Context: an optimization exercise on an open-source flow, tuned for small area. The choices shown serve that exercise and are no tape-out recipe.
At most, simulation tests tie the RTL to the original design; equivalence was not proved.
Function not checked in run 3: the RTL went through the layout flow alone.
Power is estimated from default activity; no workload was simulated.

===== design/flow/config.mk =====
export PLATFORM = sky130hd
export DESIGN_NAME = dmaTop
export DESIGN_NICKNAME = dmaTop
export VERILOG_FILES = /design/flow/design.v
export SDC_FILE = /design/flow/constraint.sdc
export NUM_CORES = 4
export LEC_CHECK = 0
export CAP_MARGIN = 20
export CORE_MARGIN = 2
export CORE_UTILIZATION = 40
export SLEW_MARGIN = 20

===== design/flow/constraint.sdc =====
create_clock -name core_clock -period 10.0 [get_ports {clk}]
set_input_delay 2.0000 -clock core_clock [delete_from_list [all_inputs] [get_ports {clk}]]
set_output_delay 2.0000 -clock core_clock [all_outputs]
set_load 0.01 [all_outputs]

===== design/flow/design.v =====
`default_nettype none
package dmaBusPkg;
  typedef logic [31:0] dmaWordT;
  typedef logic [31:0] dmaAddrT;
  typedef logic [7:0] ioAddrT;  
  typedef enum logic [1:0] {
    sizeHalf = 2'd1,
    sizeWord = 2'd2
  } accessSizeT;
  typedef logic [7:0] lineCountT;
endpackage
`default_nettype wire
`default_nettype none
package dmaRegPkg;
  localparam int unsigned SadOffset = 0;
  localparam int unsigned DadOffset = 4;
  localparam int unsigned CntOffset = 8;
  localparam int unsigned ChannelStride = 12;
  localparam int unsigned CountBits = 14;  
  localparam int unsigned DestCtlPos = 21;
  localparam int unsigned SrcCtlPos = 23;
  localparam int unsigned RepeatBit = 25;
  localparam int unsigned WordBit = 26;
  localparam int unsigned TimingPos = 28;
  localparam int unsigned IrqBit = 30;
  localparam int unsigned EnableBit = 31;
  typedef enum logic [1:0] {
    stepIncrement = 2'd0,
    stepDecrement = 2'd1,
    stepFixed = 2'd2,
    stepIncReload = 2'd3  
  } addrStepT;
  typedef enum logic [1:0] {
    timingImmediate = 2'd0,
    timingVblank = 2'd1,
    timingHblank = 2'd2,
    timingNever = 2'd3
  } startTimingT;
  localparam logic [7:0] VblankLine = 8'd160;
  localparam logic [7:0] HblankDot = 8'd240;
endpackage
`default_nettype wire
`default_nettype none
module dmaTop #(
  parameter int numChannels = 4
) (
  input  logic                   clk,
  input  logic                   rst_b,
  input  logic [7:0]             ioAddr,
  input  logic                   ioWrite,
  input  logic [31:0]            ioWdata,
  output logic [31:0]            ioRdata,
  input  logic [7:0]             vcount,
  input  logic [7:0]             hcount,
  input  logic                   cpuPreemptable,
  output logic                   memActive,
  output logic [31:0]            memAddr,
  output logic                   memWrite,
  output logic [1:0]             memSize,
  output logic [31:0]            memWdata,
  input  logic [31:0]            memRdata,
  input  logic                   memWait,
  output logic [numChannels-1:0] irq
);
  localparam int CountBits = dmaRegPkg::CountBits;
  localparam logic [2:0] sOff   = 3'b000;
  localparam logic [2:0] sIdle  = 3'b001;
  localparam logic [2:0] sQueue = 3'b011;
  localparam logic [2:0] sRead  = 3'b100;
  localparam logic [2:0] sWrite = 3'b110;
  logic [numChannels-1:0][31:0] sad, dad, cnt;
  logic [numChannels-1:0] sadValid, dadValid, cntValid;
  logic [numChannels-1:0] clearEnable;
  always_ff @(posedge clk or negedge rst_b) begin
    if (!rst_b) begin
      sadValid <= '0;
      dadValid <= '0;
      cntValid <= '0;
    end else begin
      for (int ch = 0; ch < numChannels; ch++) begin
        if (ioWrite && ioAddr == 8'(ch * 12 + 0)) sadValid[ch] <= 1'b1;
        if (ioWrite && ioAddr == 8'(ch * 12 + 4)) dadValid[ch] <= 1'b1;
        if (ioWrite && ioAddr == 8'(ch * 12 + 8)) cntValid[ch] <= 1'b1;
      end
    end
  end
  always_ff @(posedge clk) begin
    for (int ch = 0; ch < numChannels; ch++) begin
      if (clearEnable[ch]) cnt[ch][dmaRegPkg::EnableBit] <= 1'b0;
      if (ioWrite && ioAddr == 8'(ch * 12 + 0)) sad[ch] <= ioWdata;
      if (ioWrite && ioAddr == 8'(ch * 12 + 4)) dad[ch] <= ioWdata;
      if (ioWrite && ioAddr == 8'(ch * 12 + 8)) cnt[ch] <= ioWdata;
    end
  end
  always_comb begin
    ioRdata = '0;
    for (int ch = 0; ch < numChannels; ch++) begin
      if (ioAddr == 8'(ch * 12 + 0) && sadValid[ch]) ioRdata = sad[ch];
      if (ioAddr == 8'(ch * 12 + 4) && dadValid[ch]) ioRdata = dad[ch];
      if (ioAddr == 8'(ch * 12 + 8) && cntValid[ch]) ioRdata = cnt[ch];
    end
  end
  logic [numChannels-1:0][2:0] state;
  logic [numChannels-1:0][31:0] srcAddr, destAddr;
  logic [numChannels-1:0][CountBits-1:0] unitsLeft;  
  logic [numChannels-1:0] active, writing, preempted, owner;
  logic [31:0] dataLatch;
  logic [31:0] stepped;
  logic ownWord, ownDec;
  logic [CountBits-1:0] ownUnits, ownUnitsNext;
  logic ownDone;
  logic vblank, hblank;
  assign vblank = vcount == dmaRegPkg::VblankLine;
  assign hblank = hcount == dmaRegPkg::HblankDot;
  always_comb begin
    logic higher;
    higher = 1'b0;
    for (int ch = 0; ch < numChannels; ch++) begin
      active[ch] = state[ch][2];
      writing[ch] = state[ch][2] & state[ch][1];
      preempted[ch] = higher;
      owner[ch] = active[ch] & ~higher;
      higher = higher | active[ch];
    end
  end
  always_comb begin
    memAddr = '0;
    memWrite = 1'b0;
    ownWord = 1'b0;
    ownDec = 1'b0;
    ownUnits = '0;
    for (int ch = 0; ch < numChannels; ch++) begin
      if (owner[ch]) begin
        memAddr = memAddr | (writing[ch] ? destAddr[ch] : srcAddr[ch]);
        memWrite = memWrite | writing[ch];
        ownWord = ownWord | cnt[ch][dmaRegPkg::WordBit];
        ownUnits = ownUnits | unitsLeft[ch];
        ownDec = ownDec | (writing[ch] ? cnt[ch][dmaRegPkg::DestCtlPos +: 2] == 2'd1
                                       : cnt[ch][dmaRegPkg::SrcCtlPos +: 2] == 2'd1);
      end
    end
  end
  assign memActive = |active;
  assign memSize = {ownWord, ~ownWord};
  assign memWdata = {ownWord ? dataLatch[31:16] : dataLatch[15:0], dataLatch[15:0]};
  assign stepped = {ownDec ? memAddr[31:1] - {29'd0, ownWord, ~ownWord}
                           : memAddr[31:1] + {29'd0, ownWord, ~ownWord}, memAddr[0]};
  assign ownUnitsNext = ownUnits - 1'b1;
  assign ownDone = ownUnits == CountBits'(1);
  always_ff @(posedge clk) begin
    if (memActive && !memWrite && !memWait) begin
      if (ownWord) dataLatch <= memRdata;
      else dataLatch <= {16'h0, memAddr[1] ? memRdata[31:16] : memRdata[15:0]};
    end
  end
  for (genvar ch = 0; ch < numChannels; ch++) begin : chanGen
    logic enable, repeatMode, wordSize, irqEnable;
    logic [1:0] srcCtl, destCtl, timing;
    logic start, canBegin, unitsDone, lastWriteDone, loadAll;
    assign destCtl = cnt[ch][dmaRegPkg::DestCtlPos +: 2];
    assign srcCtl = cnt[ch][dmaRegPkg::SrcCtlPos +: 2];
    assign repeatMode = cnt[ch][dmaRegPkg::RepeatBit];
    assign wordSize = cnt[ch][dmaRegPkg::WordBit];
    assign timing = cnt[ch][dmaRegPkg::TimingPos +: 2];
    assign irqEnable = cnt[ch][dmaRegPkg::IrqBit];
    assign enable = cnt[ch][dmaRegPkg::EnableBit] && cntValid[ch];
    assign start = cpuPreemptable && (timing == 2'd0 || (timing == 2'd1 && vblank) ||
                                      (timing == 2'd2 && hblank));
    assign canBegin = !preempted[ch] && !memWait && !(memActive && !memWrite);
    assign unitsDone = ownDone;
    assign lastWriteDone = writing[ch] && !memWait && unitsDone;
    assign loadAll = state[ch] == sOff && enable;
    assign irq[ch] = lastWriteDone && irqEnable;
    assign clearEnable[ch] = lastWriteDone && !repeatMode;
    always_ff @(posedge clk or negedge rst_b) begin
      if (!rst_b) state[ch] <= sOff;
      else begin
        case (state[ch])
          sOff: if (enable) state[ch] <= sIdle;
          sIdle: begin
            if (!enable) state[ch] <= sOff;
            else if (start) state[ch] <= canBegin ? sRead : sQueue;
          end
          sRead: begin
            if (preempted[ch]) state[ch] <= sQueue;
            else if (!memWait) state[ch] <= sWrite;
          end
          sWrite: begin
            if (!memWait) begin
              if (unitsDone) state[ch] <= repeatMode ? sIdle : sOff;
              else if (!enable) state[ch] <= sOff;
              else state[ch] <= sRead;
            end
          end
          default: begin  
            if (!enable) state[ch] <= sOff;
            else if (canBegin) state[ch] <= sRead;
          end
        endcase
      end
    end
    always_ff @(posedge clk) begin
      if (loadAll) srcAddr[ch] <= sadValid[ch] ? sad[ch] : 32'd0;
      else if (owner[ch] && !writing[ch] && !memWait && srcCtl != 2'd2) srcAddr[ch] <= stepped;
    end
    always_ff @(posedge clk) begin
      if (loadAll || (lastWriteDone && repeatMode && destCtl == 2'd3)) destAddr[ch] <= dadValid[ch] ? dad[ch] : 32'd0;
      else if (writing[ch] && !memWait && destCtl != 2'd2) destAddr[ch] <= stepped;
    end
    always_ff @(posedge clk) begin
      if (loadAll || (lastWriteDone && repeatMode)) unitsLeft[ch] <= cnt[ch][CountBits-1:0];
      else if (writing[ch] && !memWait) unitsLeft[ch] <= ownUnitsNext;
    end
  end
endmodule
`default_nettype wire

===== design/flow/run.sh =====
#!/bin/bash
# synth_recipe.tcl (not shown) runs the flow's synth.tcl, then flattens the netlist and writes it again
# the make line also repeats each setting of config.mk as NAME=value (left out here)
make -C /OpenROAD-flow-scripts/flow DESIGN_CONFIG=/design/flow/config.mk WORK_HOME=/design/flow/orfs CLKGATE_MAP_FILE= SYNTH_SCRIPT=/design/flow/synth_recipe.tcl finish

==> results by group, run 1 <==
STA
  • FMAX: 0.115 GHz
  • Setup TNS: 0 ps
  • Final period util: 0.870
  • Pins Over Slew Limit: 0
  • Worst-margin pin slew: 1180 ps
  • Min Tclk post-route: 8700 ps
  • Final setup vio count: 0
  • Clock skew: 19.4 ps
  • Worst rel slew slack: 0.214
  • RSZ-0062 raised after global routing: false
  • Setup WS post-layout: 1300 ps
  • Final hold viol count: 0

Synthesis
  • Synth Instances: 2929
  • Asr flop ratio synth: 0.0319
  • Post-synthesis sequential area ratio: 0.638
  • Post-synth top cells: edfxtp_1 (728), o21ai_0 (330), nand2_1 (258)
  • Synthesized cell area: 35200 um2
  • Synthesized flop and latch total: 752
  • Simple-gate share of the synthesized area: 0.115
  • Ys Warns: 1
  • Mapped Nets: 3055
  • Compound-cell area share of the yosys netlist: 0.145
  • Adder-cell share of the synthesized area: 0.0119
  • Area share of xor/xnor cells in the synthesized design: 0.0104
  • Leading area contributor after synthesis: edfxtp_1
  • Ys flop type: edfxtp_1
  • Most frequent cell after synthesis: edfxtp_1
  • Synth top area cells: edfxtp_1 (62%), o21ai_0 (4.7%), nand3_1 (3.6%), mux2_2 (3.6%), nand2_1 (2.7%)
  • Syn avg cell area: 12.0 um2
  • Multiplexer area fraction after synthesis: 0.0492
  • Distinct cells, synth: 86
  • Largest family of logic cells by synthesized area: compound AO/OA/AOI/OAI gates
  • EDFF count, synth: 728
  • Yosys top cell area share: 0.621

Detailed routing
  • Final WL: 139000 um
  • Detailed-route DRC error count: 0
  • Detailed-route wire length per cell: 32.4 um
  • Initial drt markers: 4558
  • Total number of vias: 28.2k
  • Via density: 6.58
  • DRT Pass-1 Iters: 9
  • Final ANT Viol Nets: 0

Global routing
  • Grt total ovfl: 0
  • GRT Overall Usage: 0.302
  • First-pass GRT wire length: 194000 um
  • Initial antenna violation count: 4
  • Largest net degree at the start of global routing: 55
  • Vias in the first global route: 27.3k

Floorplan
  • Initial Utilization: 0.405
  • Cell Rows: 108
  • Die Span X: 301 um
  • Core ar.: 87000 um2
  • DIE AREA: 90500 um2
  • # IOs: 197
  • Die Y: 301 um

Cells and area
  • Number of nets in the layout: 3198
  • Share of layout cells above drive strength 1: 0.124
  • Area delta synth->final: 16.7%
  • Final core occ: 0.472
  • Fin cells: 4292

Critical path
  • Setup crit start kind: input port
  • Worst EP required: 8000 ps
  • Crit path DAT: 6700 ps
  • Crit Path Category: in -> out
  • Critical Path Sink Type: output port
  • Crit-path max FO: 13

Clock tree
  • H-tree levels: 3
  • Clock slew at reported path FFs: 60 ps
  • Clock Tree Buf Depth: 3
  • # Post-CTS Setup Buffers: 0
  • Post-CTS Resized: 0
  • Clk sinks: 752
  • CTS tree: yes
  • TritonCTS buffer count: 80
  • Root Buffer: clkbuf_16
  • Hold_buf cts: 0
  • Worst skew pair latency: 640 ps

Flow run
  • # Max-Cap Violations: 0

Min path
  • Worst hold path type: reg -> reg

Power
  • Pwr/cell area: 252 nW/um2
  • Switching Power: 3.42 mW
  • Clk pwr share: 0.281
  • Combinational cell fraction of total power: 0.307
  • Max IR drop VDD: 0.000134 V
  • Sw Share: 0.330
  • Total Power: 10.4 mW
  • Flop pwr share: 0.412
  • Leak: 13.4 nW
  • Internal power: 6.95 mW

Placed design
  • Hpwl dp: 85300 um
  • DP Worst Slack: 1680 ps
  • PortBufs: 196
  • Routability cong.: 0.960
  • Post-placement cell count: 4145

Run status
  • Outcome: finished clean
## cell type report
cell class,count,area (um2)
Antenna cell,1,2.50
Multi-Input combinational cell,1918,11900
Tap cell,1155,1450
Sequential cell,752,22500
Inverter,32,120
Timing Repair Buffer,288,2670
Fill cell,7818,45900
Clock inverter,41,288
Clock buffer,105,2210
## final timing paths
path | startpoint | to | slack (ps) | cells after the start
worst max-delay path | ioAddr[4] | ioRdata[24] | 1300 | 9
worst min-delay path | cnt[104] | unitsLeft[50] | 570 | 2
worst max register to register | state[5] | srcAddr[63] | 2750 | 16
worst min register to register | cnt[104] | unitsLeft[50] | 570 | 2
max in group asynchronous | rst_b | state[7] | 7950 | 2
min in group asynchronous | rst_b | state[1] | 1750 | 2
## critical path: stages
cell	delay [ps]
clkdlybuf4s50_1	470
nor4b_2	920
nand3_2	180
nand4_1	160
nand2b_1	770
buf_4	430
a211oi_1	90
nor4_1	940
clkdlybuf4s50_1	710
## placed cells by master, fill, tap and decap left out, drive strengths merged, types with 6 or more instances in the layout
master           n
a211oi          30
a21o            15
a21oi          144
a222oi          28
a22oi           32
a31oi           46
a32oi            6
and2            35
and3            19
buf             92
clkbuf         105
clkdlybuf4s50  196
clkinv          34
dfrtp           24
edfxtp         728
ha              32
inv             34
mux2           112
mux2i           47
nand2          258
nand2b          15
nand3          255
nand3b          10
nand4            7
nor2           144
nor2b           13
nor3            14
nor4            38
o21a             9
o21ai          344
o221ai           8
o22ai          104
o31ai            6
or2             13
or3              7
xnor2           19
xor2            22
## sequential cells by signal, indices dropped and copies added, names as in the netlist
name	flops
sadValid	4
dad	128
state	12
unitsLeft	56
dataLatch	32
cntValid	4
sad	128
dadValid	4
destAddr	128
srcAddr	128
cnt	128
## stage by stage
step                instance area [um2]  hold slack [ps]
CTS                               41100              552
global route                      41100              588
floorplan                         35200              469
finish                            41100              565
detailed placement                38600              537
global placement                  38600              549
## power groups by stage
| stage | combinational (mW) | clock (mW) | sequential [mW] |
|---|---|---|---|
| after CTS | 3.13 | 2.92 | 4.27 |
| after floorplan | 1.98 | 0 | 4.25 |
| after detailed placement | 3.11 | 0 | 4.33 |
| after global placement | 3.01 | 0 | 4.32 |
| final | 3.19 | 2.91 | 4.27 |
| after global routing | 3.44 | 3.04 | 4.29 |
## metal layers
metal	track usage	share of wire	vias up
li1	-	-	11572
met1	0.404	0.37	13818
met2	0.464	0.44	2391
met3	0.0675	0.13	445
met4	0.148	0.056	4
met5	0	0.00013	-
## cells by family after synthesis
group           count (synthesis)
flops                         752
buf+inv                       259
mux                           159
simple gates                  846
fa+ha+maj                      33
compound gates                839
xor+xnor                       41
==> run 2: changes to the inputs <==
--- a/design/flow/design.v
+++ b/design/flow/design.v
@@ -200,11 +200,16 @@
       end
     end
+    logic srcLoad, srcStep, srcHold, destLoad, destStep, destHold;
+    assign srcLoad = loadAll && sadValid[ch];
+    assign srcStep = owner[ch] && !writing[ch] && !memWait && srcCtl != 2'd2;
+    assign srcHold = !loadAll && !srcStep;
+    assign destLoad = (loadAll || (lastWriteDone && repeatMode && destCtl == 2'd3));
+    assign destStep = writing[ch] && !memWait && destCtl != 2'd2 && !destLoad;
+    assign destHold = !destLoad && !destStep;
     always_ff @(posedge clk) begin
-      if (loadAll) srcAddr[ch] <= sadValid[ch] ? sad[ch] : 32'd0;
-      else if (owner[ch] && !writing[ch] && !memWait && srcCtl != 2'd2) srcAddr[ch] <= stepped;
-    end
-    always_ff @(posedge clk) begin
-      if (loadAll || (lastWriteDone && repeatMode && destCtl == 2'd3)) destAddr[ch] <= dadValid[ch] ? dad[ch] : 32'd0;
-      else if (writing[ch] && !memWait && destCtl != 2'd2) destAddr[ch] <= stepped;
+      srcAddr[ch] <= (sad[ch] & {32{srcLoad}}) | (stepped & {32{srcStep}}) |
+                     (srcAddr[ch] & {32{srcHold}});
+      destAddr[ch] <= (dad[ch] & {32{destLoad && dadValid[ch]}}) | (stepped & {32{destStep}}) |
+                      (destAddr[ch] & {32{destHold}});
     end
     always_ff @(posedge clk) begin
==> run 2 against run 1 <==
  * Worst setup slack better by 290 ps
  * Synthesized area is 2.0% lower
  * Critical path depth is 1 higher
  * Combinational power is 29% lower
  * Clock power is 7% higher
  * Cell count is 2.5% higher
  * Global-route usage is 0.87 points higher
  * Register-to-register slack hardly changed
==> results by group, run 2 <==
Clock tree
  • Clock Tree Buf Depth: 3 (unchanged)
  • # Post-CTS Setup Buffers: 0 (unchanged)
  • Root Buffer: clkbuf_16
  • Clk sinks: 752 (unchanged)
  • Hold_buf cts: 0 (unchanged)
  • H-tree levels: 3 (unchanged)
  • Worst skew pair latency: 650 ps (about the same)
  • CTS tree: yes
  • Clock slew at reported path FFs: 60 ps (about the same)
  • TritonCTS buffer count: 82 (+2.5%)
  • Post-CTS Resized: 0 (unchanged)

Cells and area
  • Fin cells: 4400 (+2.5%)
  • Area delta synth->final: 17.6%
  • Share of layout cells above drive strength 1: 0.117 (-0.00755)
  • Number of nets in the layout: 3309 (+3.5%)
  • Commonest non-fill, non-tap cell in the layout: edfxtp_1
  • Most frequent cells in the layout: edfxtp_1 (472), o21ai_0 (272), dfxtp_1 (256)

Placed design
  • PortBufs: 196 (unchanged)
  • Post-placement cell count: 4243 (+2.4%)
  • Hpwl dp: 85900 um (+0.69%)
  • Routability cong.: 0.917 (-4.5%)
  • DP Worst Slack: 1870 ps (+187 ps)

Synthesis
  • Distinct cells, synth: 91 (+5.8%)
  • Leading area contributor after synthesis: edfxtp_1
  • Ys Warns: 1 (unchanged)
  • Synthesized flop and latch total: 752 (unchanged)
  • Post-synthesis sequential area ratio: 0.577 (-0.0609)
  • Synth top area cells: edfxtp_1 (41%), dfxtp_1 (15%), mux2i_1 (4.2%), o21ai_0 (4.0%), nand3_1 (3.3%)
  • Synthesized cell area: 34500 um2 (-2.0%)
  • Synth Instances: 3076 (+5.0%)
  • Syn avg cell area: 11.2 um2 (-6.7%)
  • Post-synth top cells: edfxtp_1 (472), o21ai_0 (276), dfxtp_1 (256)
  • Most frequent cell after synthesis: edfxtp_1
  • Yosys top cell area share: 0.411 (-0.210)
  • Mapped Nets: 3202 (+4.8%)
  • Ys flop type: edfxtp_1
  • Asr flop ratio synth: 0.0319 (unchanged)
  • EDFF count, synth: 472 (-35%)

Critical path
  • Worst r2r src: state[2]
  • FF-to-FF setup slack: 2750 ps (about the same)
  • Crit path DAT: 6410 ps (-290 ps)
  • Crit-path max FO: 22 (+9)
  • Capture point of the worst reg-to-reg path: srcAddr[124]
  • Worst r2r path cells: 15 (-1)
  • Setup crit start kind: input port
  • Worst EP required: 8000 ps (about the same)
  • Critical Path Sink Type: output port
  • Crit Path Category: in -> out

Power
  • Flop pwr share: 0.423 (+0.011)
  • Combinational cell fraction of total power: 0.242 (-0.065)
  • Switching Power: 2.84 mW (-17%)
  • Pwr/cell area: 229 nW/um2 (-9.4%)
  • Internal power: 6.44 mW (-7.4%)
  • Clk pwr share: 0.334 (+0.053)
  • Max IR drop VDD: 0.000126 V (-5.7%)
  • Total Power: 9.28 mW (-11%)
  • Sw Share: 0.307 (-0.0234)
  • Leak: 13.7 nW (+2.1%)

STA
  • Clock skew: 26.8 ps (+7.37 ps)
  • FMAX: 0.119 GHz (+3.4%)
  • Final setup vio count: 0 (unchanged)
  • Final hold viol count: 0 (unchanged)
  • Worst-margin pin slew: 1260 ps (+78.7 ps)
  • Min Tclk post-route: 8410 ps (-286 ps)
  • RSZ-0062 raised after global routing: false
  • Setup TNS: 0 ps (unchanged)
  • Worst rel slew slack: 0.163 (-0.0508)
  • Final period util: 0.841 (-0.0286)
  • Pins Over Slew Limit: 0 (unchanged)
  • Setup WS post-layout: 1590 ps (+286 ps)

Global routing
  • Largest net degree at the start of global routing: 51 (-7.3%)
  • First-pass GRT wire length: 201000 um (+3.3%)
  • Initial antenna violation count: 3 (-1)
  • Grt total ovfl: 0 (unchanged)
  • GRT Overall Usage: 0.310 (+0.00869)
  • Vias in the first global route: 28.6k (+4.8%)

Detailed routing
  • Detailed-route DRC error count: 0 (unchanged)
  • Total number of vias: 29.4k (+4.0%)
  • Via density: 6.67 (+1.5%)
  • DRT Pass-1 Iters: 7 (-2)
  • Initial drt markers: 4485 (-1.6%)
  • Final WL: 142000 um (+2.2%)
  • Final ANT Viol Nets: 0 (unchanged)
  • Detailed-route wire length per cell: 32.3 um (-0.35%)

Run status
  • Outcome: finished clean

Floorplan
  • Die Span X: 298 um (-1.0%)
  • Initial Utilization: 0.405 (about the same)
  • Cell Rows: 107 (-0.93%)
  • Die Y: 298 um (-1.0%)
  • # IOs: 197 (unchanged)
  • Core ar.: 85300 um2 (-2.0%)
  • DIE AREA: 88600 um2 (-2.0%)

Min path
  • Worst Min Path Start: destAddr[0]
  • Hold depth: 2 (unchanged)
  • Hold EP: destAddr[0]
  • Worst hold path type: reg -> reg

Flow run
  • # Max-Cap Violations: 0 (unchanged)
-- run 2: cell count changes in the layout (fill, tap and decap cells not counted), sizes merged, moves of 70 or more --
| cell | before | now |
|---|---|---|
| edfxtp | 728 | 472 |
| o22ai | 104 | 34 |
| mux2i | 47 | 146 |
| nand2 | 258 | 167 |
| a22oi | 32 | 128 |
| dfxtp | 0 | 256 |
-- run 2: worst max path at each step --
stage | depth (start not counted) | startpoint | end
after CTS | 11 | ioAddr[2] | ioRdata[27]
after detailed placement | 11 | ioAddr[2] | ioRdata[27]
after global routing | 10 | ioAddr[2] | ioRdata[22]
after floorplan | 7 | ioAddr[5] | ioRdata[18]
final | 10 | ioAddr[2] | ioRdata[22]
after global placement | 11 | ioAddr[5] | ioRdata[8]
-- run 2: kinds of logic after synthesis --
| group | after synthesis | synth area share |
|---|---|---|
| buffers and inverters | 293 | 0.0349 |
| XOR/XNOR | 42 | 0.0107 |
| AO/OA/AOI/OAI | 975 | 0.191 |
| AND/OR/NAND/NOR | 762 | 0.109 |
| adder cells (fa/ha/maj) | 33 | 0.0122 |
| flip-flops | 752 | 0.577 |
| multiplexers | 219 | 0.0662 |
-- run 2: final cells by class --
class / count / area [um2]
antenna: 3 / 7.51
clock buffer: 111 / 2300
clock inverter: 43 / 412
fill: 7701 / 44700
inverter: 31 / 116
multi-input combinational: 2031 / 13800
sequential: 752 / 19900
tap: 1144 / 1430
timing repair buffer: 285 / 2640
-- run 2: critical path, cell delays in order --
cell and delay (ps):
clkdlybuf4s50_1 590, nor4b_1 950, and3_2 960, a22oi_1 200, nand3_1 140, o21ai_0 130
a211oi_1 280, nor2_1 110, a21oi_1 410, clkdlybuf4s50_1 640
-- run 2: power groups by stage --
stage	registers [mW]	clock network [mW]	logic, mW
6_report	3.93	3.10	2.25
5_1_grt	3.95	3.24	2.43
4_1_cts	3.92	3.12	2.20
3_5_place_dp	3.98	0	2.19
3_3_place_gp	3.96	0	2.12
2_1_floorplan	3.89	0	1.51
-- run 2: metrics by stage --
stage	hold slack (ps)	util	instance area, um2
floorplan	415	-	34500
global placement	437	0.444	37800
detailed placement	440	0.444	37800
CTS	456	0.476	40600
global route	475	0.476	40600
finish	458	0.476	40600
-- run 2: per-layer routing --
metal	GRT usage	routed length, um	part of all wire	vias up
met1	0.409	54400	0.38	14289
met2	0.455	59600	0.42	2446
met4	0.171	8520	0.060	6
met3	0.0953	19600	0.14	523
li1	-	-	-	12102
met5	0	45	0.00032	-
==> run 3: changes to the inputs <==
--- a/design/flow/design.v
+++ b/design/flow/design.v
@@ -148,9 +148,13 @@
   assign ownUnitsNext = ownUnits - 1'b1;
   assign ownDone = ownUnits == CountBits'(1);
+  logic readDone, readHigh, readLow;
+  assign readDone = memActive && !memWrite && !memWait;
+  assign readHigh = readDone && !ownWord && memAddr[1];
+  assign readLow = readDone && (ownWord || !memAddr[1]);
   always_ff @(posedge clk) begin
-    if (memActive && !memWrite && !memWait) begin
-      if (ownWord) dataLatch <= memRdata;
-      else dataLatch <= {16'h0, memAddr[1] ? memRdata[31:16] : memRdata[15:0]};
-    end
+    dataLatch[15:0] <= (memRdata[15:0] & {16{readLow}}) | (memRdata[31:16] & {16{readHigh}}) |
+                       (dataLatch[15:0] & {16{!readDone}});
+    dataLatch[31:16] <= (memRdata[31:16] & {16{readDone && ownWord}}) |
+                        (dataLatch[31:16] & {16{!readDone}});
   end
   for (genvar ch = 0; ch < numChannels; ch++) begin : chanGen
@@ -213,7 +217,11 @@
                       (destAddr[ch] & {32{destHold}});
     end
+    logic unitsLoad, unitsStep;
+    assign unitsLoad = loadAll || (lastWriteDone && repeatMode);
+    assign unitsStep = writing[ch] && !memWait && !unitsLoad;
     always_ff @(posedge clk) begin
-      if (loadAll || (lastWriteDone && repeatMode)) unitsLeft[ch] <= cnt[ch][CountBits-1:0];
-      else if (writing[ch] && !memWait) unitsLeft[ch] <= ownUnitsNext;
+      unitsLeft[ch] <= (cnt[ch][CountBits-1:0] & {CountBits{unitsLoad}}) |
+                       (ownUnitsNext & {CountBits{unitsStep}}) |
+                       (unitsLeft[ch] & {CountBits{!unitsLoad && !unitsStep}});
     end
   end
==> design/flow/flow/run.sh (new file) <==
#!/bin/bash
# Standard layout, unchanged; each tool's output goes to its own log here.
set -e
bash standard.sh > standard.log 2>&1
==> design/flow/standard.sh (new file) <==
#!/bin/bash
# synth_recipe.tcl (not shown) runs the flow's synth.tcl, then flattens the netlist and writes it again
# the make line also repeats each setting of config.mk as NAME=value (left out here)
make -C /OpenROAD-flow-scripts/flow DESIGN_CONFIG=/design/flow/config.mk WORK_HOME=/design/flow/orfs CLKGATE_MAP_FILE= SYNTH_SCRIPT=/design/flow/synth_recipe.tcl "${@:-finish}"
removed: design/flow/run.sh
==> run 3 against run 2 <==
  * Cell area is 3.5% lower
  * Sequential power hardly changed
  * Critical path depth is 1 lower
  * Clock-buffer cell count is 8 lower
  * Power is 2.6% higher
  * Global-route usage is 0.69 points higher
==> results by group, run 3 <==
Floorplan
  • Die Y: 292 um (-2.1%)
  • Cell Rows: 105 (-1.9%)
  • Die Span X: 292 um (-2.1%)
  • Core ar.: 82000 um2 (-3.9%)
  • DIE AREA: 85000 um2 (-4.1%)
  • Initial Utilization: 0.404 (-0.00109)
  • # IOs: 197 (unchanged)

Min path
  • Worst hold path type: reg -> reg

Synthesis
  • Asr flop ratio synth: 0.0319 (unchanged)
  • Ys Warns: 1 (unchanged)
  • Yosys top cell area share: 0.349 (-0.0622)
  • Syn avg cell area: 11.3 um2 (+0.37%)
  • Synthesized cell area: 33100 um2 (-4.1%)
  • Post-synth top cells: edfxtp_1 (384), dfxtp_1 (344), o21ai_0 (335)
  • Synthesized flop and latch total: 752 (unchanged)
  • Post-synthesis sequential area ratio: 0.575 (-0.00178)
  • EDFF count, synth: 384 (-19%)
  • Ys flop type: edfxtp_1
  • Synth top area cells: edfxtp_1 (35%), dfxtp_1 (21%), o21ai_0 (5.1%), mux2i_1 (4.2%), a22oi_1 (2.9%)
  • Most frequent cell after synthesis: edfxtp_1
  • Synth Instances: 2938 (-4.5%)
  • Leading area contributor after synthesis: edfxtp_1
  • Distinct cells, synth: 81 (-11%)
  • Mapped Nets: 3065 (-4.3%)

Clock tree
  • Hold_buf cts: 0 (unchanged)
  • Clock slew at reported path FFs: 60 ps (about the same)
  • Post-CTS Resized: 0 (unchanged)
  • # Post-CTS Setup Buffers: 0 (unchanged)
  • Root Buffer: clkbuf_16
  • Worst skew pair latency: 660 ps (about the same)
  • H-tree levels: 3 (unchanged)
  • CTS tree: yes
  • Clk sinks: 752 (unchanged)
  • Clock Tree Buf Depth: 3 (unchanged)
  • TritonCTS buffer count: 81 (-1.2%)

Cells and area
  • Area delta synth->final: 18.3%
  • Layout filler cell count: 7298 (-5.2%)
  • Share of layout cells above drive strength 1: 0.102 (-0.0148)
  • Commonest non-fill, non-tap cell in the layout: edfxtp_1
  • Multi-input combinational cell area: 13200 um2 (-4.0%)
  • Most frequent cells in the layout: edfxtp_1 (384), dfxtp_1 (344), o21ai_0 (331)
  • Number of nets in the layout: 3166 (-4.3%)
  • Register area: 19000 um2 (-4.4%)
  • Final core occ: 0.477 (+0.00174)

Detailed routing
  • DRT Pass-1 Iters: 9 (+2)
  • Final ANT Viol Nets: 0 (unchanged)
  • Total number of vias: 29.0k (-1.4%)
  • Detailed-route wire length per cell: 33.4 um (+3.6%)
  • Via density: 6.93 (+3.8%)
  • Detailed-route DRC error count: 0 (unchanged)
  • Final WL: 140000 um (-1.6%)
  • Initial drt markers: 4584 (+2.2%)

Run status
  • Outcome: finished clean

STA
  • Final period util: 0.821 (-0.0198)
  • Final hold viol count: 0 (unchanged)
  • Final setup vio count: 0 (unchanged)
  • Worst-margin pin slew: 1300 ps (+41.3 ps)
  • Worst rel slew slack: 0.129 (-0.0342)
  • RSZ-0062 raised after global routing: false
  • Min Tclk post-route: 8210 ps (-198 ps)
  • Clock skew: 36.5 ps (+9.66 ps)
  • Setup TNS: 0 ps (unchanged)
  • Pins Over Slew Limit: 0 (unchanged)
  • FMAX: 0.122 GHz (+2.4%)

Global routing
  • Largest net degree at the start of global routing: 65 (+27%)
  • Grt total ovfl: 0 (unchanged)
  • GRT Overall Usage: 0.317 (+0.00694)
  • First-pass GRT wire length: 197000 um (-2.1%)
  • Initial antenna violation count: 3 (unchanged)
  • Vias in the first global route: 28.1k (-1.8%)

Critical path
  • FF-to-FF setup slack: 3510 ps (+760 ps)
  • Worst path bufs/invs: 3 (+1)
  • Crit-path cells: clkdlybuf4s50_1, nor4_1, nand3_2, nand3_2, buf_4, a221oi_1, a211o_1, nand2_1, clkdlybuf4s50_1
  • Setup crit start kind: input port
  • Crit Path Category: in -> out
  • CP peak stage delay: 820 ps (-140 ps)
  • Worst EP required: 8000 ps (about the same)
  • Crit-path leading delay family: simple AND/OR/NAND/NOR gates
  • Slowest-stage cell, CP: nor4_1
  • Crit-path max FO: 21 (-4.5%)
  • Critical Path Sink Type: output port
  • Crit path DAT: 6210 ps (-200 ps)

Placed design
  • Hpwl dp: 84700 um (-1.4%)
  • PortBufs: 196 (unchanged)
  • Routability cong.: 0.900 (-1.9%)

Power
  • Total Power: 9.52 mW (+2.6%)
  • Max IR drop VDD: 0.000151 V (+20%)
  • Pwr/cell area: 243 nW/um2 (+6.3%)
  • Leak: 13.4 nW (-2.4%)

Flow run
  • # Max-Cap Violations: 0 (unchanged)
==> run 3: cell count changes after synthesis, sizes merged, moves of 58 or more <==
cell	change
o21ai	+63
nand2	+77
edfxtp	-88
mux2	-58
nand3	-206
a21oi	-72
dfxtp	+88
a32oi	+65
==> run 3: worst min-delay path: stages, from the launching register on <==
cell     delay [ps]
dfxtp_1         310
nand2_1          50
nand2_1          50
==> run 3: power breakdown <==
group / switching, mW / internal [mW] / total (mW)
Sequential: 0.260 / 3.64 / 3.90
Combinational: 1.43 / 0.877 / 2.31
Clock: 1.31 / 1.99 / 3.31
==> run 3: path summary, 6_finish.rpt <==
kind	start	end	cells past startpoint
worst max-delay path	ioAddr[2]	ioRdata[12]	9
worst min-delay path	srcAddr[0]	srcAddr[0]	2
worst max register to register	state[1]	srcAddr[29]	14
worst min register to register	srcAddr[0]	srcAddr[0]	2
max in group asynchronous	rst_b	state[1]	2
min in group asynchronous	rst_b	state[5]	2
==> run 3: cells by family after synthesis <==
family,after synthesis,share of synthesized area
xor gates and xnor gates,38,0.0101
adders and majority gates,34,0.0131
buffers and inverters,284,0.0360
DFF,752,0.575
AOI/OAI and AO/OA,1099,0.237
and+or+nand+nor,576,0.0818
muxes,155,0.0475
==> run 3: routing by layer <==
layer / global-route usage / wire, um / vias up
met5: 0.00397 / 56 / -
met3: 0.0937 / 18800 / 540
met2: 0.487 / 61700 / 2549
met4: 0.176 / 8210 / 2
li1: - / - / 11766
met1: 0.401 / 51000 / 14097
==> run 3: cell type report <==
| cell class | instances | area share |
|---|---|---|
| multi-input cells | 1902 | 0.337 |
| inverters | 28 | 0.00269 |
| diodes | 2 | 0.000128 |
| clock inverters | 49 | 0.0170 |
| clock buffers | 103 | 0.0576 |
| flip-flops and latches | 752 | 0.486 |
| repair buffers | 274 | 0.0651 |
| well taps | 1070 | 0.0342 |
==> run 3: per-stage QoR <==
stage / std cells / hold slack [ps] / cell area, um2 / setup WS, ps
2_1_floorplan: 2938 / 415 / 33100 / 4160
3_3_place_gp: 4026 / 432 / 36200 / 1990
3_5_place_dp: 4026 / 450 / 36200 / 1890
4_1_cts: 4178 / 457 / 39100 / 1890
5_1_grt: 4178 / 485 / 39100 / 1790
6_report: 4180 / 458 / 39100 / 1790
==> run 4: changes to the inputs <==
--- a/design/flow/design.v
+++ b/design/flow/design.v
@@ -96,7 +96,7 @@
     ioRdata = '0;
     for (int ch = 0; ch < numChannels; ch++) begin
-      if (ioAddr == 8'(ch * 12 + 0) && sadValid[ch]) ioRdata = sad[ch];
-      if (ioAddr == 8'(ch * 12 + 4) && dadValid[ch]) ioRdata = dad[ch];
-      if (ioAddr == 8'(ch * 12 + 8) && cntValid[ch]) ioRdata = cnt[ch];
+      ioRdata = ioRdata | (sad[ch] & {32{ioAddr == 8'(ch * 12 + 0) && sadValid[ch]}}) |
+                (dad[ch] & {32{ioAddr == 8'(ch * 12 + 4) && dadValid[ch]}}) |
+                (cnt[ch] & {32{ioAddr == 8'(ch * 12 + 8) && cntValid[ch]}});
     end
   end
@@ -131,12 +131,11 @@
     ownUnits = '0;
     for (int ch = 0; ch < numChannels; ch++) begin
-      if (owner[ch]) begin
-        memAddr = memAddr | (writing[ch] ? destAddr[ch] : srcAddr[ch]);
-        memWrite = memWrite | writing[ch];
-        ownWord = ownWord | cnt[ch][dmaRegPkg::WordBit];
-        ownUnits = ownUnits | unitsLeft[ch];
-        ownDec = ownDec | (writing[ch] ? cnt[ch][dmaRegPkg::DestCtlPos +: 2] == 2'd1
-                                       : cnt[ch][dmaRegPkg::SrcCtlPos +: 2] == 2'd1);
-      end
+      memAddr = memAddr | (srcAddr[ch] & {32{owner[ch] & ~writing[ch]}}) |
+                (destAddr[ch] & {32{writing[ch]}});
+      memWrite = memWrite | writing[ch];
+      ownWord = ownWord | (owner[ch] & cnt[ch][dmaRegPkg::WordBit]);
+      ownUnits = ownUnits | (unitsLeft[ch] & {CountBits{writing[ch]}});
+      ownDec = ownDec | (owner[ch] & ~writing[ch] & cnt[ch][dmaRegPkg::SrcCtlPos +: 2] == 2'd1) |
+               (writing[ch] & cnt[ch][dmaRegPkg::DestCtlPos +: 2] == 2'd1);
     end
   end
@@ -144,7 +143,22 @@
   assign memSize = {ownWord, ~ownWord};
   assign memWdata = {ownWord ? dataLatch[31:16] : dataLatch[15:0], dataLatch[15:0]};
-  assign stepped = {ownDec ? memAddr[31:1] - {29'd0, ownWord, ~ownWord}
-                           : memAddr[31:1] + {29'd0, ownWord, ~ownWord}, memAddr[0]};
-  assign ownUnitsNext = ownUnits - 1'b1;
+  always_comb begin
+    logic carry;
+    stepped[0] = memAddr[0];
+    stepped[1] = memAddr[1] ^ ~ownWord;
+    carry = ownWord | (memAddr[1] ^ ownDec);
+    for (int i = 2; i < 32; i++) begin
+      stepped[i] = memAddr[i] ^ carry;
+      carry = carry & (memAddr[i] ^ ownDec);
+    end
+  end
+  always_comb begin
+    logic borrow;
+    borrow = 1'b1;
+    for (int i = 0; i < CountBits; i++) begin
+      ownUnitsNext[i] = ownUnits[i] ^ borrow;
+      borrow = borrow & ~ownUnits[i];
+    end
+  end
   assign ownDone = ownUnits == CountBits'(1);
   logic readDone, readHigh, readLow;
==> design/flow/flow/run.sh (replaced) <==
#!/bin/bash
# Layout flow: the standard flow (standard.sh) step by step, with
#  - the combinational logic of the standard synthesis re-mapped for area
#    (flip-flops untouched; a SAT proof checks the new netlist against the
#    standard one, and the standard netlist is kept if anything fails),
#  - every port still buffered, with buf_1 instead of clkdlybuf4s50_1,
#  - a clock tree of clkbuf_8 with larger sink clusters and no dummy loads.
# Each step's output goes to its own log in this folder.
set -euo pipefail
HERE=$(pwd)
YOSYS=$(command -v yosys || echo "$FLOW_HOME/../tools/install/yosys/bin/yosys")
export BUFFER_PORTS_ARGS="-buffer_cell sky130_fd_sc_hd__buf_1"
export CTS_ARGS="-sink_clustering_enable -repair_clock_nets -dont_use_dummy_load -buf_list sky130_fd_sc_hd__clkbuf_8 -sink_clustering_size 14 -sink_clustering_max_diameter 70"

bash standard.sh synth > synth.log 2>&1

R=$HERE/orfs/results/sky130hd/dmaTop/base
cp "$R/1_2_yosys.v" "$HERE/netlist_standard.v"
export REMAP_LIB="$FLOW_HOME/platforms/sky130hd/lib/sky130_fd_sc_hd__tt_025C_1v80.lib"
export REMAP_IN="$HERE/netlist_standard.v"
export REMAP_OUT="$HERE/netlist_remap.v"
export REMAP_TOP="$FLOW_TOP"
export REMAP_SCRIPT="$HERE/flow/area.abc"
if "$YOSYS" -c flow/remap.tcl > remap.log 2>&1 && "$YOSYS" -c flow/equiv.tcl > equiv.log 2>&1; then
  cp "$REMAP_OUT" "$R/1_2_yosys.v"
  rm -f "$R/1_synth.odb" "$R/1_synth.sdc"
  bash standard.sh synth > synth_remap.log 2>&1
else
  echo "re-map not used" > remap_skipped.log
fi

bash standard.sh floorplan > floorplan.log 2>&1
bash standard.sh place > place.log 2>&1
bash standard.sh cts > cts.log 2>&1
bash standard.sh finish > finish.log 2>&1
==> design/flow/flow/area.abc (new file) <==
strash
dc2
dch -f
amap
==> design/flow/flow/equiv.tcl (new file) <==
# Prove the re-mapped netlist equals the standard one: flip-flops are cut into
# inputs and outputs (paired by instance name), and a SAT proof shows the
# logic between them is the same.
yosys -import
set lib $::env(REMAP_LIB)
foreach {tag f} [list gold $::env(REMAP_IN) gate $::env(REMAP_OUT)] {
  design -reset
  read_liberty -ignore_miss_func $lib
  read_verilog $f
  hierarchy -top $::env(REMAP_TOP)
  blackbox sky130_fd_sc_hd__df* sky130_fd_sc_hd__edf*
  flatten -noscopeinfo
  opt_clean
  expose -evert t:sky130_fd_sc_hd__*
  yosys rename $::env(REMAP_TOP) $tag
  select -module $tag
  write_rtlil $::env(REMAP_OUT).$tag.il
  select -clear
}
design -reset
read_rtlil $::env(REMAP_OUT).gold.il
read_rtlil $::env(REMAP_OUT).gate.il
miter -equiv -flatten -make_assert gold gate miter
hierarchy -top miter
opt -fast
sat -verify -prove-asserts miter
==> design/flow/flow/remap.tcl (new file) <==
# Re-map the combinational logic of the standard synthesis netlist with an
# area-oriented ABC script. Flip-flops are kept as they are (same instances,
# names and cell types); only the gates between them change.
yosys -import
set lib $::env(REMAP_LIB)
read_liberty -ignore_miss_func $lib
read_verilog $::env(REMAP_IN)
hierarchy -top $::env(REMAP_TOP)
blackbox sky130_fd_sc_hd__df* sky130_fd_sc_hd__edf*
flatten
opt_clean
abc -liberty $lib -dont_use sky130_fd_sc_hd__probe_p_8 -dont_use sky130_fd_sc_hd__probec_p_8 -dont_use sky130_fd_sc_hd__lpflow_* -script $::env(REMAP_SCRIPT)
opt_clean -purge
hilomap -singleton -hicell sky130_fd_sc_hd__conb_1 HI -locell sky130_fd_sc_hd__conb_1 LO
tee -o $::env(REMAP_OUT).stat stat -liberty $lib
write_verilog -noattr -noexpr -nohex -nodec $::env(REMAP_OUT)
--- a/design/flow/config.mk
+++ b/design/flow/config.mk
@@ -8,4 +8,4 @@
 export CAP_MARGIN = 20
 export CORE_MARGIN = 2
-export CORE_UTILIZATION = 40
+export CORE_UTILIZATION = 60
 export SLEW_MARGIN = 20
==> run 4 against run 3 <==
  * Critical path depth is 18 higher
  * Fmax is 0.31% higher
  * Via count is 1.8% lower
  * Non-clock buffer count is 12 higher
  * Sequential power is 7.7% higher
  * Wire length is 4.3% lower
  * Hold slack better by 2.5 ps
  * Sequential cell count stayed put
  * Critical endpoint is now destAddr[95]
  * Largest power group unchanged
  * Clock skew is 55 ps higher
  * Largest cell class unchanged
  * Clock-buffer cell count is 43 lower
==> results by group, run 4 <==
Run status
  • Outcome: finished clean

STA
  • Setup TNS: 0 ps (unchanged)
  • Final period util: 0.819 (-0.00255)
  • Min Tclk post-route: 8190 ps (-25.5 ps)
  • Final setup vio count: 0 (unchanged)
  • Hold Worst Slack: 461 ps (+2.51 ps)
  • Worst rel slew slack: 0.165 (+0.0360)
  • Final hold viol count: 0 (unchanged)
  • Clock skew: 91.6 ps (+55.1 ps)
  • RSZ-0062 raised after global routing: false
  • Worst-margin pin slew: 1250 ps (-49.5 ps)
  • Pins Over Slew Limit: 0 (unchanged)
  • FMAX: 0.122 GHz (+0.31%)

Cells and area
  • Share of layout cells above drive strength 1: 0.0674 (-0.0346)
  • Most frequent cells in the layout: edfxtp_1 (384), nor2_1 (372), dfxtp_1 (344)
  • Commonest non-fill, non-tap cell in the layout: edfxtp_1
  • Area delta synth->final: 11.5%
  • Fin cells: 3718 (-11%)
  • Number of nets in the layout: 3136 (-0.95%)

Critical path
  • Crit-path max FO: 14 (-33%)
  • Critical Path Sink Type: register
  • Crit Path Category: reg -> reg
  • Slowest-stage cell, CP: a221oi_1
  • Capture point of the worst reg-to-reg path: destAddr[95]
  • Worst r2r path cells: 27 (+13)
  • Worst EP required: 10650 ps (+2650 ps)
  • Crit path DAT: 8830 ps (+2620 ps)
  • Worst r2r src: state[5]
  • FF-to-FF setup slack: 1810 ps (-1700 ps)
  • CP peak stage delay: 700 ps (-120 ps)
  • Setup crit start kind: register
  • Most used cell, CP: clkinv_1

Synthesis
  • Ys Warns: 1 (unchanged)
  • Syn avg cell area: 11.2 um2 (-0.33%)
  • Synthesized cell area: 30200 um2 (-8.6%)
  • Synth Instances: 2695 (-8.3%)
  • Mapped Nets: 2788 (-9.0%)

Global routing
  • Grt total ovfl: 0 (unchanged)
  • First-pass GRT wire length: 188000 um (-4.6%)
  • GRT Overall Usage: 0.502 (+0.185)
  • Initial antenna violation count: 2 (-1)
  • Vias in the first global route: 26.9k (-4.2%)
  • Largest net degree at the start of global routing: 37 (-43%)

Min path
  • Worst Min Path Start: destAddr[12]
  • Hold EP: destAddr[12]
  • Worst hold path type: reg -> reg
  • Hold depth: 2 (unchanged)

Clock tree
  • Worst skew pair latency: 770 ps (+110 ps)
  • Clock slew at reported path FFs: 90 ps (+30 ps)
  • # Post-CTS Setup Buffers: 0 (unchanged)
  • CTS tree: yes
  • TritonCTS buffer count: 60 (-26%)
  • Post-CTS Resized: 0 (unchanged)
  • Clock Tree Buf Depth: 3 (unchanged)
  • Clk sinks: 752 (unchanged)
  • H-tree levels: 2 (-1)
  • Root Buffer: clkbuf_8
  • Hold_buf cts: 0 (unchanged)

Placed design
  • Post-placement cell count: 3652 (-9.3%)
  • Routability cong.: 1.01 (+12%)
  • PortBufs: 196 (unchanged)
  • Hpwl dp: 79800 um (-5.8%)

Detailed routing
  • DRT Pass-1 Iters: 14 (+5)
  • Via density: 7.65 (+10%)
  • Final ANT Viol Nets: 0 (unchanged)
  • Final WL: 134000 um (-4.3%)
  • Total number of vias: 28.4k (-1.8%)
  • Initial drt markers: 6419 (+40%)
  • Detailed-route DRC error count: 0 (unchanged)
  • Detailed-route wire length per cell: 36.0 um (+7.6%)

Floorplan
  • # IOs: 197 (unchanged)
  • Core ar.: 50000 um2 (-39%)
  • Cell Rows: 82 (-22%)
  • Initial Utilization: 0.605 (+0.202)
  • Die Y: 229 um (-22%)
  • DIE AREA: 52200 um2 (-39%)
  • Die Span X: 229 um (-22%)

Power
  • Pwr/cell area: 277 nW/um2 (+14%)
  • Leak: 11.4 nW (-15%)
  • Max IR drop VDD: 0.000163 V (+7.6%)

Flow run
  • # Max-Cap Violations: 0 (unchanged)
-- run 4: final cells by class --
cell class                 count  area, um2
timing repair buffer         286       1430
sequential                   752      19000
multi-input combinational   1641      10500
inverter                     302       1130
fill                        3928      16200
antenna                        5       12.5
clock buffer                  60        826
tap                          672        841
-- run 4: worst max path at each step --
stage                     startpoint           end  slack, ps  cells past startpoint
final                       state[5]  destAddr[95]       1810                     27
after floorplan             state[2]  destAddr[31]       2810                     25
after global routing        state[5]  destAddr[31]       1470                     27
after CTS                   state[5]  destAddr[63]       2160                     27
after detailed placement    state[5]  destAddr[63]       2200                     27
after global placement      state[5]  destAddr[63]       2530                     27
-- run 4: power by group --
part           switching, mW  total, mW  internal [mW]  leakage [nW]
Clock                  0.994       1.53          0.532         0.431
Sequential             0.354       4.20           3.84          6.60
Combinational           2.52       3.62           1.10          4.34
-- run 4: critical path: cells and delay by family, from the launching register on --
family                 cells  cell delay [ps]
buffers and inverters      9             2220
AO/OA/AOI/OAI             12             4000
flip-flops                 1              460
AND/OR/NAND/NOR            6             1440
-- run 4: per-stage QoR --
step | setup slack [ps] | area, um2 | total power, mW | util
2_1_floorplan | 2810 | 30200 | 6.33 | -
3_3_place_gp | 2530 | 32900 | 7.56 | 0.658
3_5_place_dp | 2200 | 32900 | 7.68 | 0.658
4_1_cts | 2160 | 33700 | 9.12 | 0.674
5_1_grt | 1470 | 33700 | 9.67 | 0.675
6_report | 1810 | 33700 | 9.34 | 0.675
-- run 4: layer usage --
metal	track usage	wire length [um]	up-vias
met4	0.378	13500	2
met3	0.174	22900	881
li1	-	-	11331
met1	0.617	41900	13234
met5	0.0193	71	-
met2	0.731	55300	2993
==> run 5: changes to the inputs <==
==> design/flow/flow/area.abc (replaced) <==
strash
&get -n
&fraig -x
&put
scorr
dc2
strash
&get -n
&deepsyn -T 120
&put
dch -f
amap
==> run 5 against run 4 <==
  * Still clean
  * Hold slack worse by 7.0 ps
  * Sequential power grew 3%
  * Register-to-register slack lost 810 ps
  * Wire length is 5.1% lower
  * Clock power is essentially flat
  * Die area down 3.2%
  * Fmax fell by 9.0%
  * Clock skew rose by 14 ps
  * Combinational power up 3%
  * Critical path depth increased by 18
  * Global-route usage is 0.86 points lower
  * Power grew 2.5%
  * Largest power group unchanged
==> results by group, run 5 <==
Power
  • Combinational cell fraction of total power: 0.389 (+0.002)
  • Flop pwr share: 0.453 (+0.004)
  • Switching Power: 4.02 mW (+4.1%)
  • Pwr/cell area: 294 nW/um2 (+6.4%)
  • Leak: 10.9 nW (-4.5%)
  • Sw Share: 0.420 (+0.00655)
  • Clk pwr share: 0.158 (-0.005)
  • Max IR drop VDD: 0.000194 V (+19%)
  • Internal power: 5.55 mW (+1.4%)

Clock tree
  • H-tree levels: 2 (unchanged)
  • Clock slew at reported path FFs: 100 ps (about the same)
  • Worst skew pair latency: 780 ps (about the same)
  • Root Buffer: clkbuf_8
  • Clk sinks: 752 (unchanged)
  • TritonCTS buffer count: 59 (-1.7%)
  • CTS tree: yes
  • # Post-CTS Setup Buffers: 0 (unchanged)
  • Hold_buf cts: 0 (unchanged)
  • Post-CTS Resized: 0 (unchanged)
  • Clock Tree Buf Depth: 3 (unchanged)

Placed design
  • Hpwl dp: 72500 um (-9.1%)
  • Routability cong.: 0.975 (-3.3%)
  • PortBufs: 196 (unchanged)

STA
  • Pins Over Slew Limit: 0 (unchanged)
  • Final period util: 0.900 (+0.0812)
  • Clock skew: 105 ps (+13.7 ps)
  • Hold Worst Slack: 454 ps (-6.99 ps)
  • Final hold viol count: 0 (unchanged)
  • Final setup vio count: 0 (unchanged)
  • Worst rel slew slack: 0.194 (+0.0296)
  • Min Tclk post-route: 9000 ps (+812 ps)
  • FMAX: 0.111 GHz (-9.0%)
  • RSZ-0062 raised after global routing: false
  • Setup TNS: 0 ps (unchanged)
  • Worst-margin pin slew: 1200 ps (-43.4 ps)

Critical path
  • Crit path to: destAddr[95]
  • Critical Path Sink Type: register
  • Slowest-stage cell, CP: clkinv_1
  • Worst r2r src: state[5]
  • Worst r2r path cells: 45 (+67%)
  • Crit path DAT: 9640 ps (+810 ps)
  • CP peak stage delay: 850 ps (+150 ps)
  • Crit-path leading delay family: compound AO/OA/AOI/OAI gates
  • Most used cell, CP: clkinv_1
  • Crit-path max FO: 15 (+1)
  • Worst EP required: 10640 ps (about the same)
  • Capture point of the worst reg-to-reg path: destAddr[95]
  • Worst path bufs/invs: 20 (+11)
  • Crit path depth: 45 (+67%)
  • Setup crit start kind: register
  • Crit Path Category: reg -> reg
  • FF-to-FF setup slack: 1000 ps (-810 ps)
  • CP startpoint: state[5]

Cells and area
  • Share of layout cells above drive strength 1: 0.0703 (+0.00288)
  • Commonest non-fill, non-tap cell in the layout: edfxtp_1
  • Area delta synth->final: 11.1%
  • Number of nets in the layout: 2855 (-9.0%)
  • Layout filler cell count: 3657 (-6.9%)
  • Most frequent cells in the layout: edfxtp_1 (384), dfxtp_1 (344), o21ai_0 (338)

Min path
  • Worst hold path type: reg -> reg

Detailed routing
  • Via density: 7.89 (+3.2%)
  • Detailed-route wire length per cell: 37.5 um (+4.3%)
  • Final ANT Viol Nets: 0 (unchanged)
  • Detailed-route DRC error count: 0 (unchanged)
  • DRT Pass-1 Iters: 14 (unchanged)
  • Initial drt markers: 5703 (-11%)
  • Final WL: 127000 um (-5.1%)
  • Total number of vias: 26.7k (-6.2%)

Global routing
  • Initial antenna violation count: 5 (+3)
  • Grt total ovfl: 0 (unchanged)
  • Met3 usage: 0.193 (+0.0184)
  • Vias in the first global route: 24.8k (-7.9%)
  • First-pass GRT wire length: 175000 um (-6.7%)
  • Met1 Use GR: 0.644 (+0.0267)
  • GRT Overall Usage: 0.494 (-0.00855)
  • Largest net degree at the start of global routing: 36 (-2.7%)
  • Top Usage Layer GRT: met2
  • GR Layer Usage met2: 0.690 (-0.0414)

Floorplan
  • Die Span X: 225 um (-1.6%)
  • Cell Rows: 80 (-2.4%)
  • Initial Utilization: 0.610 (+0.00480)
  • DIE AREA: 50500 um2 (-3.2%)
  • # IOs: 197 (unchanged)
  • Die Y: 225 um (-1.6%)
  • Core ar.: 47900 um2 (-4.0%)

Synthesis
  • Syn avg cell area: 12.0 um2 (+7.4%)
  • Synth Instances: 2428 (-9.9%)
  • Synthesized cell area: 29300 um2 (-3.3%)
  • Ys Warns: 1 (unchanged)
  • Mapped Nets: 2521 (-9.6%)

Flow run
  • # Max-Cap Violations: 0 (unchanged)

Run status
  • Outcome: finished clean
## run 5: metal layers
layer | vias up | part of all wire
li1 | 10503 | -
met1 | 12558 | 0.33
met2 | 2895 | 0.40
met3 | 726 | 0.19
met4 | 6 | 0.082
met5 | - | 0.00039
## run 5: cell type report
class                           instances  area [um2]  share of cell area
Sequential cell                       752       19000               0.585
Multi-Input combinational cell       1466        9790               0.301
Timing Repair Buffer                  273        1320              0.0405
Clock buffer                           59         812              0.0250
Inverter                              210         788              0.0242
Tap cell                              615         769              0.0237
Antenna cell                            6        15.0            0.000462
## run 5: worst min-delay path by stage
stage / slack (ps) / endpoint / depth (start not counted) / from
after floorplan: 430 / destAddr[0] / 2 / destAddr[0]
after global placement: 450 / destAddr[64] / 2 / destAddr[64]
after detailed placement: 450 / dataLatch[17] / 1 / dataLatch[17]
after CTS: 440 / srcAddr[32] / 2 / sad[32]
after global routing: 470 / srcAddr[32] / 2 / sad[32]
final: 450 / srcAddr[32] / 2 / sad[32]
## run 5: through the flow
step	instances	power, mW	instance area [um2]	util	worst slack (ps)
detailed placement	3315	7.90	31700	0.661	1460
floorplan	2428	6.41	29300	-	1220
global route	3377	9.89	32500	0.678	315
global placement	3314	7.77	31700	0.661	1800
CTS	3374	9.32	32500	0.678	1410
finish	3381	9.57	32500	0.678	1000
## run 5: power groups by stage
| stage | Combinational, mW | Clock (mW) | Sequential [mW] |
|---|---|---|---|
| floorplan | 2.14 | 0 | 4.27 |
| global placement | 3.43 | 0 | 4.34 |
| detailed placement | 3.52 | 0 | 4.38 |
| CTS | 3.53 | 1.48 | 4.31 |
| global route | 3.91 | 1.59 | 4.39 |
| finish | 3.73 | 1.51 | 4.33 |
## run 5: worst reg2reg max path, delay by kind of cell, from the launching register on
kind | cells | cell delay [ps]
AND/OR/NAND/NOR | 4 | 540
AO/OA/AOI/OAI | 21 | 4180
buffers and inverters | 20 | 3830
flip-flops | 1 | 410
==> run 6: changes to the inputs <==
==> design/flow/flow/area.abc (replaced) <==
strash
&get -n
&fraig -x
&put
scorr
dc2
strash
&get -n
&deepsyn -T 300
&put
dch -f
amap
==> run 6 against run 5 <==
  * Power grew 1.2%
  * Sequential power barely moved
  * Die area rose by 0.15%
  * Global-route usage shrank 2.1 points
  * Clock-buffer cell count rose by 1
  * Largest cell class unchanged
  * Clock power hardly changed
  * Clock skew down 24 ps
  * Highest routed layer unchanged
  * Still clean
  * Cell count up 1.2%
  * First-iteration DRC count down 5.1%
  * Core utilization hardly changed
==> results by group, run 6 <==
Flow run
  • # Max-Cap Violations: 0 (unchanged)

Detailed routing
  • Final WL: 121000 um (-4.5%)
  • Detailed-route DRC error count: 0 (unchanged)
  • Total number of vias: 26.1k (-2.2%)
  • DRT Pass-1 Iters: 9 (-5)
  • Via density: 7.63 (-3.3%)
  • Detailed-route wire length per cell: 35.4 um (-5.6%)
  • Final ANT Viol Nets: 0 (unchanged)
  • Initial drt markers: 5410 (-5.1%)

Min path
  • Worst Min Path Start: dataLatch[21]
  • Worst hold path type: reg -> reg

Critical path
  • Crit path DAT: 9220 ps (-420 ps)
  • Worst EP required: 10620 ps (-20 ps)
  • FF-to-FF setup slack: 1400 ps (+400 ps)
  • Most used cell, CP: clkinv_1
  • Slowest-stage cell, CP: a21oi_1
  • CP startpoint: state[2]
  • Crit Path Category: reg -> reg
  • Setup crit start kind: register
  • Critical Path Sink Type: register
  • Worst r2r src: state[2]
  • Crit-path max FO: 17 (+2)
  • CP peak stage delay: 590 ps (-260 ps)

STA
  • Worst-margin pin slew: 1260 ps (+54.7 ps)
  • Hold Worst Slack: 465 ps (+10.9 ps)
  • Min Tclk post-route: 8600 ps (-399 ps)
  • Worst rel slew slack: 0.161 (-0.0335)
  • FMAX: 0.116 GHz (+4.6%)
  • Setup WS post-layout: 1400 ps (+399 ps)
  • RSZ-0062 raised after global routing: false
  • Clock skew: 81.4 ps (-23.9 ps)
  • Pins Over Slew Limit: 0 (unchanged)
  • Final period util: 0.860 (-0.0399)
  • Setup TNS: 0 ps (unchanged)
  • Final hold viol count: 0 (unchanged)
  • Final setup vio count: 0 (unchanged)

Placed design
  • PortBufs: 196 (unchanged)
  • Post-placement cell count: 3355 (+1.2%)
  • Placed cell areas: 31700 um2 (about the same)
  • Hpwl dp: 71200 um (-1.8%)
  • Routability cong.: 0.987 (+1.2%)
  • DP Worst Slack: 1730 ps (+271 ps)

Synthesis
  • Syn avg cell area: 11.8 um2 (-1.7%)
  • Ys Warns: 1 (unchanged)
  • Synthesized cell area: 29300 um2 (+0.15%)
  • Synth Instances: 2473 (+1.9%)
  • Mapped Nets: 2566 (+1.8%)

Cells and area
  • Number of nets in the layout: 2896 (+1.4%)
  • Area delta synth->final: 11.0%
  • Fin cells: 3420 (+1.2%)
  • Final core occ: 0.678 (about the same)
  • Commonest non-fill, non-tap cell in the layout: edfxtp_1
  • Design Area, Final: 32500 um2 (about the same)
  • Register area: 19000 um2 (unchanged)
  • Layout filler cell count: 3678 (+0.57%)
  • Most frequent cells in the layout: edfxtp_1 (384), dfxtp_1 (344), o21ai_0 (326)
  • Share of layout cells above drive strength 1: 0.0675 (-0.00281)
  • Multi-input combinational cell area: 9630 um2 (-1.7%)

Floorplan
  • Die Span X: 225 um (about the same)
  • Core ar.: 47900 um2 (unchanged)
  • Cell Rows: 80 (unchanged)
  • # IOs: 197 (unchanged)
  • Die Y: 225 um (about the same)
  • DIE AREA: 50600 um2 (+0.15%)
  • Initial Utilization: 0.611 (+0.000939)

Global routing
  • First-pass GRT wire length: 170000 um (-2.7%)
  • Initial antenna violation count: 4 (-1)
  • Met1 Use GR: 0.608 (-0.0360)
  • Top Usage Layer GRT: met2
  • GR Layer Usage met2: 0.686 (-0.00358)
  • Met3 usage: 0.180 (-0.0128)
  • GRT Overall Usage: 0.473 (-0.0211)
  • Vias in the first global route: 24.6k (-0.67%)
  • Grt total ovfl: 0 (unchanged)
  • Largest net degree at the start of global routing: 36 (unchanged)

Clock tree
  • Clock Tree Buf Depth: 3 (unchanged)
  • # Post-CTS Setup Buffers: 0 (unchanged)
  • H-tree levels: 2 (unchanged)
  • Clock slew at reported path FFs: 80 ps (-20 ps)
  • TritonCTS buffer count: 60 (+1.7%)
  • Clk sinks: 752 (unchanged)
  • Root Buffer: clkbuf_8
  • Hold_buf cts: 0 (unchanged)
  • Worst skew pair latency: 750 ps (-30 ps)
  • Post-CTS Resized: 0 (unchanged)
  • CTS tree: yes

Power
  • Total Power: 9.69 mW (+1.2%)
  • Leak: 10.9 nW (+0.15%)
  • Pwr/cell area: 298 nW/um2 (+1.1%)
  • Max IR drop VDD: 0.000174 V (-10%)

Run status
  • Outcome: finished clean
==> run 6: area by class of cell <==
| cell class | instances | share of cell area |
|---|---|---|
| Inverter | 261 | 0.0301 |
| Timing Repair Buffer | 268 | 0.0396 |
| Multi-Input combinational cell | 1460 | 0.296 |
| Antenna cell | 4 | 0.000308 |
| Sequential cell | 752 | 0.585 |
| Clock buffer | 60 | 0.0254 |
| Tap cell | 615 | 0.0237 |
==> run 6: worst paths after layout <==
path                       cells after the start       endpoint
setup / recovery                              45   destAddr[31]
hold / removal                                 2  dataLatch[21]
setup reg to reg                              45   destAddr[31]
hold reg to reg                                2  dataLatch[21]
max in group asynchronous                      2       state[2]
min in group asynchronous                      2       state[0]
==> run 6: critical path, delay by kind of cell, from the launching register on <==
family                 cells  cell delay [ps]
AOI/OAI and AO/OA         19             3530
buffers and inverters     18             2980
and+or+nand+nor            8             1500
DFF                        1              480
==> run 6: report_power, final <==
part	leakage [nW]	switching, mW	internal, mW	total [mW]
combinational	3.86	2.70	1.14	3.84
sequential	6.59	0.391	3.94	4.33
clock	0.431	0.981	0.533	1.51
total	10.9	4.08	5.61	9.69
==> run 6: layer usage <==
layer  vias to the layer above  share of wire  wire length [um]
met3                       615           0.17             21000
met5                         -        0.00088               107
met4                         8          0.074              8940
met2                      2499           0.41             50100
li1                      10578              -                 -
met1                     12407           0.34             41000

==> separate check: timing with driven ports <==
In the flow no input, the clock included, has a driving cell. The finished layouts below were timed again as built, in two steps.
Step 1, drivers: a clkbuf_16 drives clk and a buf_2 each remaining input, both assumed.
Step 2 also shifts input and output timing later by t, the mid clock arrival at the registers, as if the neighbouring blocks saw the same clock.
Three values: ideal ports, drivers, drivers and shift; two values: the first two.
| run | shift t [ns] | slack for setup (ns) | latest minus earliest clock arrival (ns) | worst data-port slew with drivers (ns) | cell pins on the clock port's net |
|---|---|---|---|---|---|
| run 1 | 0.699 | 1.305 / 1.281 / 1.281 | 0.020 / 0.020 | 0.11 | 1 |
| run 2 | 0.702 | 1.591 / 1.566 / 1.566 | 0.027 / 0.027 | 0.09 | 1 |
| run 3 | 0.710 | 1.789 / 1.762 / 1.762 | 0.037 / 0.037 | 0.09 | 1 |
| run 4 | 0.786 | 1.814 / 1.814 / 1.814 | 0.092 / 0.092 | 0.07 | 1 |
| run 5 | 0.787 | 1.002 / 1.002 / 1.002 | 0.107 / 0.106 | 0.14 | 1 |
| run 6 | 0.766 | 1.401 / 1.401 / 1.401 | 0.082 / 0.081 | 0.09 | 1 |
After both steps setup and hold are still met in every run listed. For run 3, which loses most, drivers alone change the setup slack by -0.027 ns; drivers and shift together by -0.027 ns.
